Context: an optimization exercise on an open-source flow, tuned for small area, a short achievable clock period and few clock cycles per item. The choices shown serve that exercise and are no tape-out recipe. Only simulation tests tie the RTL to the original design; equivalence was not proved. No activity file was given, so power comes from the tool's default toggle rates.

==> job 5747: inputs <==
// binary_neighborhood_count_3x3
module binary_neighborhood_count_3x3 (
  input  logic        clk_i,
  input  logic        rst_ni,
  input  logic        in_valid_i,
  output logic        in_stall_o,
  input  logic        pixel_i,
  output logic        out_valid_o,
  input  logic        out_stall_i,
  output logic [3:0]  count_o,
  output logic [9:0]  row_o,
  output logic [9:0]  column_o,
  output logic        run_end_o,
  output logic        image_end_o,
  input  logic        cfg_valid_i,
  output logic        cfg_ready_o,
  input  logic [1:0]  cfg_index_i,
  input  logic [10:0] cfg_data_i
);
clock: 7.0 ns
lec_check: 0
cap_margin: 20
core_margin: 2
core_utilization: 60
cts_cluster_diameter: 100
cts_cluster_size: 30
place_density: 0.7
setup_slack_margin: 4.0
slew_margin: 20
tns_end_percent: 10
run.sh (not shown) runs the stock make flow with config.mk's settings and CLKGATE_MAP_FILE= SYNTH_SCRIPT=/design/flow/synth_recipe.tcl, a recipe that flattens the netlist after the stock synthesis.
==> job 8565: changes against job 5747 <==
--- a/flow/design.v
+++ b/flow/design.v
@@ -1,33 +1,29 @@
 `timescale 1ns / 1ps
 module bnc_ram (
   input  logic       clk_i,
   input  logic [7:0] p_hi_i,
   input  logic [7:0] p_lo_i,
   input  logic       p_en_i,
   input  logic       p_wr_i,
-  input  logic [5:0] r_grp_i,
-  input  logic       r_en_i,
+  input  logic [7:0] r_hi_i,
+  input  logic [7:0] r_lo_i,
   input  logic       wpix_i,
   output logic       up_o,
   output logic       mid_o
 );
   localparam int NG = 64;
   localparam int G  = 16;
-  logic [NG-1:0] r_sel, head_up, head_mid;
+  logic [NG-1:0] head_up, head_mid;
   logic [7:0]    t_up, t_mid;
-  always_comb begin
-    r_sel = '0;
-    r_sel[r_grp_i] = 1'b1;
-  end
   for (genvar g = 0; g < NG; g++) begin : g_ring
     logic [G-1:0] up_q, mid_q;
     logic         p_sel, rot, wr;
     assign p_sel = p_hi_i[g/8] && p_lo_i[g%8];
-    assign rot   = (p_sel && p_en_i) || (r_sel[g] && r_en_i);
+    assign rot   = (p_sel && p_en_i) || (r_hi_i[g/8] && r_lo_i[g%8]);
     assign wr    = p_sel && p_wr_i;
     always_ff @(posedge clk_i) begin
       if (rot) begin
         up_q  <= {wr ? mid_q[0] : up_q[0], up_q[G-1:1]};
         mid_q <= {wr ? wpix_i : mid_q[0], mid_q[G-1:1]};
       end
     end
@@ -184,98 +180,106 @@
     cgt_q <= gt10(col_q, w_last_q);
     cge_q <= !gt10(w_last_q, col_q);
     rgt_q <= gt10(row_q, h_last_q);
     rge_q <= !gt10(h_last_q, row_q);
   end
   logic [5:0] gA_q, gR_q, g_c;
   logic [3:0] fA_q, fR_q, o_c;
-  logic [5:0] gA_a, gR_a, gA_i, gR_i;
-  logic [3:0] fA_a, fR_a, fA_i, fR_i, fR_rot;
-  logic       rotA, rotR, ok_a, ok_i;
+  logic [5:0] gA_n, gR_n;
+  logic [3:0] fA_n, fR_n, fR_rot;
+  logic [7:0] rhi_q, rlo_q;
+  logic       eqA, eqR, rotA, rotR, ok_a, ok_i;
   logic       rd_up, rd_mid;
-  function automatic logic ring_ok(input logic [9:0] c,
-                                   input logic [5:0] ga, input logic [3:0] fa,
-                                   input logic [5:0] gr, input logic [3:0] fr);
-    logic [3:0] ph;
-    if (c[9:4] == ga) begin
-      ph = fa;
-    end else if (c[9:4] == gr) begin
-      ph = fr;
-    end else begin
-      ph = 4'd0;
-    end
-    ring_ok = (ph == c[3:0])
-           && !((c[9:4] != ga) && (c[9:4] != gr) && (fa != 4'd0) && (fr != 4'd0));
-  endfunction
   assign g_c    = c_q[9:4];
   assign o_c    = c_q[3:0];
   assign rotR   = (fR_q != 4'd0);
   assign fR_rot = rotR ? fR_q + 4'd1 : fR_q;
+  assign eqA    = (g_c == gA_q);
+  assign eqR    = (g_c == gR_q);
+  assign rotA   = eqA && (fA_q != o_c);    
   always_comb begin
-    gA_a = g_c;
-    fA_a = o_c + 4'd1;
-    gR_a = gR_q;
-    fR_a = fR_rot;
-    if (g_c != gA_q) begin
-      if (fA_q != 4'd0) begin
-        gR_a = gA_q;
-        fR_a = fA_q;
-      end else if (g_c == gR_q) begin
-        fR_a = 4'd0;
+    gA_n = gA_q;
+    fA_n = fA_q;
+    gR_n = gR_q;
+    fR_n = fR_rot;
+    if (accept) begin
+      gA_n = g_c;
+      fA_n = o_c + 4'd1;
+      if (!eqA) begin
+        if (fA_q != 4'd0) begin
+          gR_n = gA_q;
+          fR_n = fA_q;
+        end else if (eqR) begin
+          fR_n = 4'd0;
+        end
       end
-    end
-    gA_i = gA_q;
-    fA_i = fA_q;
-    gR_i = gR_q;
-    fR_i = fR_rot;
-    rotA = 1'b0;
-    if (g_c == gA_q) begin
-      if (fA_q != o_c) begin
-        rotA = 1'b1;
-        fA_i = fA_q + 4'd1;
+    end else if (eqA) begin
+      if (rotA) begin
+        fA_n = fA_q + 4'd1;
       end
-    end else if (!(g_c == gR_q && rotR) && o_c != 4'd0) begin
+    end else if (!(eqR && rotR) && o_c != 4'd0) begin
       if (fA_q == 4'd0) begin
-        gA_i = g_c;
+        gA_n = g_c;
       end else if (!rotR) begin
-        gR_i = gA_q;
-        fR_i = fA_q;
-        gA_i = g_c;
-        fA_i = 4'd0;
+        gR_n = gA_q;
+        fR_n = fA_q;
+        gA_n = g_c;
+        fA_n = 4'd0;
+      end
+    end
+  end
+  always_comb begin
+    if (re_q) begin
+      if (g_c == 6'd0) begin
+        ok_a = (o_c == 4'd15);
+      end else begin
+        ok_a = !rotR && (eqA || fA_q == 4'd0);
       end
+    end else if (o_c != 4'd15) begin
+      ok_a = 1'b1;
+    end else begin
+      ok_a = eqA && !((g_c + 6'd1 == gR_q) && rotR);
+    end
+    if (dirty2_q) begin
+      ok_i = 1'b0;
+    end else if (eqA) begin
+      ok_i = (fA_q == o_c) || (fA_q + 4'd1 == o_c);
+    end else if (eqR && rotR) begin
+      ok_i = (fR_q + 4'd1 == o_c);
+    end else if (o_c != 4'd0) begin
+      ok_i = 1'b0;
+    end else begin
+      ok_i = (fA_q == 4'd0) || !rotR || (fR_q == 4'd15);
     end
-    ok_a = ring_ok(c_adv, gA_a, fA_a, gR_a, fR_a);
-    ok_i = ring_ok(c_idl, gA_i, fA_i, gR_i, fR_i);
   end
   always_ff @(posedge clk_i or negedge rst_ni) begin
     if (!rst_ni) begin
-      gA_q <= '0;
-      fA_q <= '0;
-      gR_q <= '0;
-      fR_q <= '0;
-    end else if (accept) begin
-      gA_q <= gA_a;
-      fA_q <= fA_a;
-      gR_q <= gR_a;
-      fR_q <= fR_a;
+      gA_q  <= '0;
+      fA_q  <= '0;
+      gR_q  <= '0;
+      fR_q  <= '0;
+      rhi_q <= '0;
+      rlo_q <= '0;
     end else begin
-      gA_q <= gA_i;
-      fA_q <= fA_i;
-      gR_q <= gR_i;
-      fR_q <= fR_i;
+      gA_q  <= gA_n;
+      fA_q  <= fA_n;
+      gR_q  <= gR_n;
+      fR_q  <= fR_n;
+      rhi_q <= (fR_n != 4'd0) ? onehot8(gR_n[5:3]) : 8'd0;
+      rlo_q <= onehot8(gR_n[2:0]);
     end
   end
   bnc_ram u_line_ram (
     .clk_i   (clk_i),
     .p_hi_i  (ghi_q),
     .p_lo_i  (glo_q),
     .p_en_i  (accept || rotA),
     .p_wr_i  (accept),
-    .r_grp_i (gR_q),
-    .r_en_i  (rotR),
+    .r_hi_i  (rhi_q),
+    .r_lo_i  (rlo_q),
     .wpix_i  (pixel_i),
     .up_o    (rd_up),
     .mid_o   (rd_mid)
   );
   logic [5:0] live_q;
   logic [2:0] col_new;
   logic [2:0] old1, old0;
@@ -418,15 +422,15 @@
       stall_n = head_load ? st_i1 : st_i0;
     end
   end
   always_ff @(posedge clk_i or negedge rst_ni) begin
     if (!rst_ni) begin
       in_stall_q <= 1'b0;
     end else begin
-      in_stall_q <= cfg_valid_i || dirty1_q || stall_n;
+      in_stall_q <= cfg_valid_i || dirty1_q || dirty2_q || stall_n;
     end
   end
   assign in_stall_o  = in_stall_q;
   assign out_valid_o = ov_q;
   assign count_o     = oc_q;
   assign row_o       = orow_q;
   assign column_o    = ocol_q;
--- a/flow/config.mk
+++ b/flow/config.mk
@@ -7,10 +7,10 @@
 export LEC_CHECK = 0
 export CAP_MARGIN = 20
 export CORE_MARGIN = 2
 export CORE_UTILIZATION = 60
 export CTS_CLUSTER_DIAMETER = 100
 export CTS_CLUSTER_SIZE = 30
 export PLACE_DENSITY = 0.7
-export SETUP_SLACK_MARGIN = 4.0
+export SETUP_SLACK_MARGIN = 4.5
 export SLEW_MARGIN = 20
 export TNS_END_PERCENT = 10
==> job 4374: changes against job 5747 <==
--- a/flow/design.v
+++ b/flow/design.v
@@ -1,33 +1,29 @@
 `timescale 1ns / 1ps
 module bnc_ram (
   input  logic       clk_i,
   input  logic [7:0] p_hi_i,
   input  logic [7:0] p_lo_i,
   input  logic       p_en_i,
   input  logic       p_wr_i,
-  input  logic [5:0] r_grp_i,
-  input  logic       r_en_i,
+  input  logic [7:0] r_hi_i,
+  input  logic [7:0] r_lo_i,
   input  logic       wpix_i,
   output logic       up_o,
   output logic       mid_o
 );
   localparam int NG = 64;
   localparam int G  = 16;
-  logic [NG-1:0] r_sel, head_up, head_mid;
+  logic [NG-1:0] head_up, head_mid;
   logic [7:0]    t_up, t_mid;
-  always_comb begin
-    r_sel = '0;
-    r_sel[r_grp_i] = 1'b1;
-  end
   for (genvar g = 0; g < NG; g++) begin : g_ring
     logic [G-1:0] up_q, mid_q;
     logic         p_sel, rot, wr;
     assign p_sel = p_hi_i[g/8] && p_lo_i[g%8];
-    assign rot   = (p_sel && p_en_i) || (r_sel[g] && r_en_i);
+    assign rot   = (p_sel && p_en_i) || (r_hi_i[g/8] && r_lo_i[g%8]);
     assign wr    = p_sel && p_wr_i;
     always_ff @(posedge clk_i) begin
       if (rot) begin
         up_q  <= {wr ? mid_q[0] : up_q[0], up_q[G-1:1]};
         mid_q <= {wr ? wpix_i : mid_q[0], mid_q[G-1:1]};
       end
     end
@@ -184,98 +180,107 @@
     cgt_q <= gt10(col_q, w_last_q);
     cge_q <= !gt10(w_last_q, col_q);
     rgt_q <= gt10(row_q, h_last_q);
     rge_q <= !gt10(h_last_q, row_q);
   end
   logic [5:0] gA_q, gR_q, g_c;
   logic [3:0] fA_q, fR_q, o_c;
-  logic [5:0] gA_a, gR_a, gA_i, gR_i;
-  logic [3:0] fA_a, fR_a, fA_i, fR_i, fR_rot;
-  logic       rotA, rotR, ok_a, ok_i;
+  logic [5:0] gA_n, gR_n;
+  logic [3:0] fA_n, fR_n, fR_rot;
+  logic [7:0] rhi_q, rlo_q;
+  logic       eqA, eqR, rotA_q, rotR, ok_a, ok_i;
   logic       rd_up, rd_mid;
-  function automatic logic ring_ok(input logic [9:0] c,
-                                   input logic [5:0] ga, input logic [3:0] fa,
-                                   input logic [5:0] gr, input logic [3:0] fr);
-    logic [3:0] ph;
-    if (c[9:4] == ga) begin
-      ph = fa;
-    end else if (c[9:4] == gr) begin
-      ph = fr;
-    end else begin
-      ph = 4'd0;
-    end
-    ring_ok = (ph == c[3:0])
-           && !((c[9:4] != ga) && (c[9:4] != gr) && (fa != 4'd0) && (fr != 4'd0));
-  endfunction
   assign g_c    = c_q[9:4];
   assign o_c    = c_q[3:0];
   assign rotR   = (fR_q != 4'd0);
   assign fR_rot = rotR ? fR_q + 4'd1 : fR_q;
+  assign eqA    = (g_c == gA_q);
+  assign eqR    = (g_c == gR_q);
   always_comb begin
-    gA_a = g_c;
-    fA_a = o_c + 4'd1;
-    gR_a = gR_q;
-    fR_a = fR_rot;
-    if (g_c != gA_q) begin
-      if (fA_q != 4'd0) begin
-        gR_a = gA_q;
-        fR_a = fA_q;
-      end else if (g_c == gR_q) begin
-        fR_a = 4'd0;
+    gA_n = gA_q;
+    fA_n = fA_q;
+    gR_n = gR_q;
+    fR_n = fR_rot;
+    if (accept) begin
+      gA_n = g_c;
+      fA_n = o_c + 4'd1;
+      if (!eqA) begin
+        if (fA_q != 4'd0) begin
+          gR_n = gA_q;
+          fR_n = fA_q;
+        end else if (eqR) begin
+          fR_n = 4'd0;
+        end
       end
-    end
-    gA_i = gA_q;
-    fA_i = fA_q;
-    gR_i = gR_q;
-    fR_i = fR_rot;
-    rotA = 1'b0;
-    if (g_c == gA_q) begin
-      if (fA_q != o_c) begin
-        rotA = 1'b1;
-        fA_i = fA_q + 4'd1;
+    end else if (eqA) begin
+      if (rotA_q) begin
+        fA_n = fA_q + 4'd1;
       end
-    end else if (!(g_c == gR_q && rotR) && o_c != 4'd0) begin
+    end else if (!(eqR && rotR) && o_c != 4'd0) begin
       if (fA_q == 4'd0) begin
-        gA_i = g_c;
+        gA_n = g_c;
       end else if (!rotR) begin
-        gR_i = gA_q;
-        fR_i = fA_q;
-        gA_i = g_c;
-        fA_i = 4'd0;
+        gR_n = gA_q;
+        fR_n = fA_q;
+        gA_n = g_c;
+        fA_n = 4'd0;
+      end
+    end
+  end
+  always_comb begin
+    if (re_q) begin
+      if (g_c == 6'd0) begin
+        ok_a = (o_c == 4'd15);
+      end else begin
+        ok_a = !rotR && (eqA || fA_q == 4'd0);
       end
+    end else if (o_c != 4'd15) begin
+      ok_a = 1'b1;
+    end else begin
+      ok_a = eqA && !((g_c + 6'd1 == gR_q) && rotR);
+    end
+    if (dirty2_q) begin
+      ok_i = 1'b0;
+    end else if (eqA) begin
+      ok_i = (fA_q == o_c) || (fA_q + 4'd1 == o_c);
+    end else if (eqR && rotR) begin
+      ok_i = (fR_q + 4'd1 == o_c);
+    end else if (o_c != 4'd0) begin
+      ok_i = 1'b0;
+    end else begin
+      ok_i = (fA_q == 4'd0) || !rotR || (fR_q == 4'd15);
     end
-    ok_a = ring_ok(c_adv, gA_a, fA_a, gR_a, fR_a);
-    ok_i = ring_ok(c_idl, gA_i, fA_i, gR_i, fR_i);
   end
   always_ff @(posedge clk_i or negedge rst_ni) begin
     if (!rst_ni) begin
-      gA_q <= '0;
-      fA_q <= '0;
-      gR_q <= '0;
-      fR_q <= '0;
-    end else if (accept) begin
-      gA_q <= gA_a;
-      fA_q <= fA_a;
-      gR_q <= gR_a;
-      fR_q <= fR_a;
+      gA_q  <= '0;
+      fA_q  <= '0;
+      gR_q  <= '0;
+      fR_q  <= '0;
+      rhi_q <= '0;
+      rlo_q <= '0;
+      rotA_q <= 1'b0;
     end else begin
-      gA_q <= gA_i;
-      fA_q <= fA_i;
-      gR_q <= gR_i;
-      fR_q <= fR_i;
+      rotA_q <= (c_n[9:4] == gA_n) && (fA_n != c_n[3:0]);
+      gA_q  <= gA_n;
+      fA_q  <= fA_n;
+      gR_q  <= gR_n;
+      fR_q  <= fR_n;
+      rhi_q <= (fR_n != 4'd0) ? onehot8(gR_n[5:3]) : 8'd0;
+      rlo_q <= onehot8(gR_n[2:0]);
     end
   end
   bnc_ram u_line_ram (
     .clk_i   (clk_i),
     .p_hi_i  (ghi_q),
     .p_lo_i  (glo_q),
-    .p_en_i  (accept || rotA),
+    .p_en_i  (accept || rotA_q),
     .p_wr_i  (accept),
-    .r_grp_i (gR_q),
-    .r_en_i  (rotR),
+    .r_hi_i  (rhi_q),
+    .r_lo_i  (rlo_q),
     .wpix_i  (pixel_i),
     .up_o    (rd_up),
     .mid_o   (rd_mid)
   );
   logic [5:0] live_q;
   logic [2:0] col_new;
   logic [2:0] old1, old0;
@@ -402,31 +407,32 @@
   endfunction
   logic [3:0] pend_a, pend_i;
   logic       hr_a, hr_i;
   logic       st_a1, st_a0, st_i1, st_i0, stall_n;
   always_comb begin
     pend_i = emit ? pend_after : pend_q;
     pend_a = (pend_new != 4'd0) ? pend_new : pend_i;
-    hr_a   = hasres(r_adv, lr_adv, c_adv, re_adv);
-    hr_i   = hasres(r_idl, lr_idl, c_idl, re_idl);
+    hr_a   = (re_q ? (!lr_q || h_last_q == 10'd0) : (r_ge1 || lr_q))
+          && (!re_q || w_last_q == 10'd0);
+    hr_i   = hasres(r_q, lr_q, c_q, re_q);    
     st_a1  = !ok_a || (hr_a && !bfree(pend_a, 1'b0));
     st_a0  = !ok_a || (hr_a && !bfree(pend_a, sv_q || emit));
     st_i1  = !ok_i || (hr_i && !bfree(pend_i, 1'b0));
     st_i0  = !ok_i || (hr_i && !bfree(pend_i, sv_q || emit));
     if (accept) begin
       stall_n = head_load ? st_a1 : st_a0;
     end else begin
       stall_n = head_load ? st_i1 : st_i0;
     end
   end
   always_ff @(posedge clk_i or negedge rst_ni) begin
     if (!rst_ni) begin
       in_stall_q <= 1'b0;
     end else begin
-      in_stall_q <= cfg_valid_i || dirty1_q || stall_n;
+      in_stall_q <= cfg_valid_i || dirty1_q || dirty2_q || stall_n;
     end
   end
   assign in_stall_o  = in_stall_q;
   assign out_valid_o = ov_q;
   assign count_o     = oc_q;
   assign row_o       = orow_q;
   assign column_o    = ocol_q;
--- a/flow/config.mk
+++ b/flow/config.mk
@@ -7,10 +7,10 @@
 export LEC_CHECK = 0
 export CAP_MARGIN = 20
 export CORE_MARGIN = 2
 export CORE_UTILIZATION = 60
 export CTS_CLUSTER_DIAMETER = 100
 export CTS_CLUSTER_SIZE = 30
 export PLACE_DENSITY = 0.7
-export SETUP_SLACK_MARGIN = 4.0
+export SETUP_SLACK_MARGIN = 5.0
 export SLEW_MARGIN = 20
 export TNS_END_PERCENT = 10
==> run summary <==
Run status:
- The flow ran to the end and the layout has no timing, DRC or antenna violations.

Synth:
- The fraction of the yosys area taken by sequential cells is 87.9%.
- The number of storage elements in the synthesis netlist is 2268.

Pwr:
- Total power for the finished layout comes to 26.1 mW.

Timing:
- Across all hold checks on the routed design, the worst slack comes to 0.407 ns.
Source of the figures above: job 4374

==> run summary <==
Run status:
- The flow ran to the end and the layout has no timing, DRC or antenna violations.

Synth:
- Sequential elements use 87.7% of the synthesized area.
- After synthesis the netlist holds a flip-flop and latch count of 2267.

Pwr:
- IR analysis of the VDD net gives a maximum drop of 241 µV.
- The total power consumption of the routed design is 25.8 mW.

Timing:
- The post-route worst hold slack is 0.391 ns.

Global routing:
- The most used routing layer in global routing is met1.
Source of the figures above: job 8565

==> run summary <==
Run status:
- The run finished with no timing, DRC or antenna violations.

Timing:
- Final hold analysis gives a worst-case slack of 0.405 ns.

Synth:
- The number of storage elements in the synthesis netlist is 2251.
- The fraction of the yosys area taken by sequential cells is 87.3%.
- Summing the areas of all compound-gate instances in the mapped netlist gives 3.12% of the synthesized area.

Global routing:
- The maximum number of pins on one net before global-route repair is 67.

Die:
- The boundary pin count is 48.

Pwr:
- The total power consumption of the routed design is 28.7 mW.
Source of the figures above: job 5747

Testbench counts of job 5747, summed over its fixed seeds: cycles 271,174, items 253,450.
Testbench counts of job 8565, summed over its fixed seeds: cycles 271,222, items 253,450.
Testbench counts of job 4374, summed over its fixed seeds: cycles 271,222, items 253,450.

-- re-timing with driven ports --
No port has a modelled driver above. Below, the same layouts with a new extraction and two added sets of constraints.
Step 1: set_driving_cell puts a clkbuf_16 on clk_i and a buf_2 on each other input, an assumption about the parent block.
Step 2 adds t to the input delays and takes it off the output delays; t is the mean of the earliest and latest rising clock arrival at the registers after step 1. Input paths then give back, and output paths get back, about the clock's delay inside the block.
a / b / c = no drivers / after step 1 / after step 2; a / b = the first two.
run	t (ns)	setup slack, ns	clock arrival spread, ns
job 5747	0.793	3.712 / 3.712 / 3.187	0.048 / 0.048
job 8565	0.776	4.221 / 4.219 / 3.512	0.042 / 0.042
job 4374	0.789	4.198 / 4.176 / 3.434	0.040 / 0.040
After both steps every run listed still meets setup and hold. The setup slack of job 4374, which loses most, moves by -0.022 ns with the drivers and by -0.764 ns with both steps.
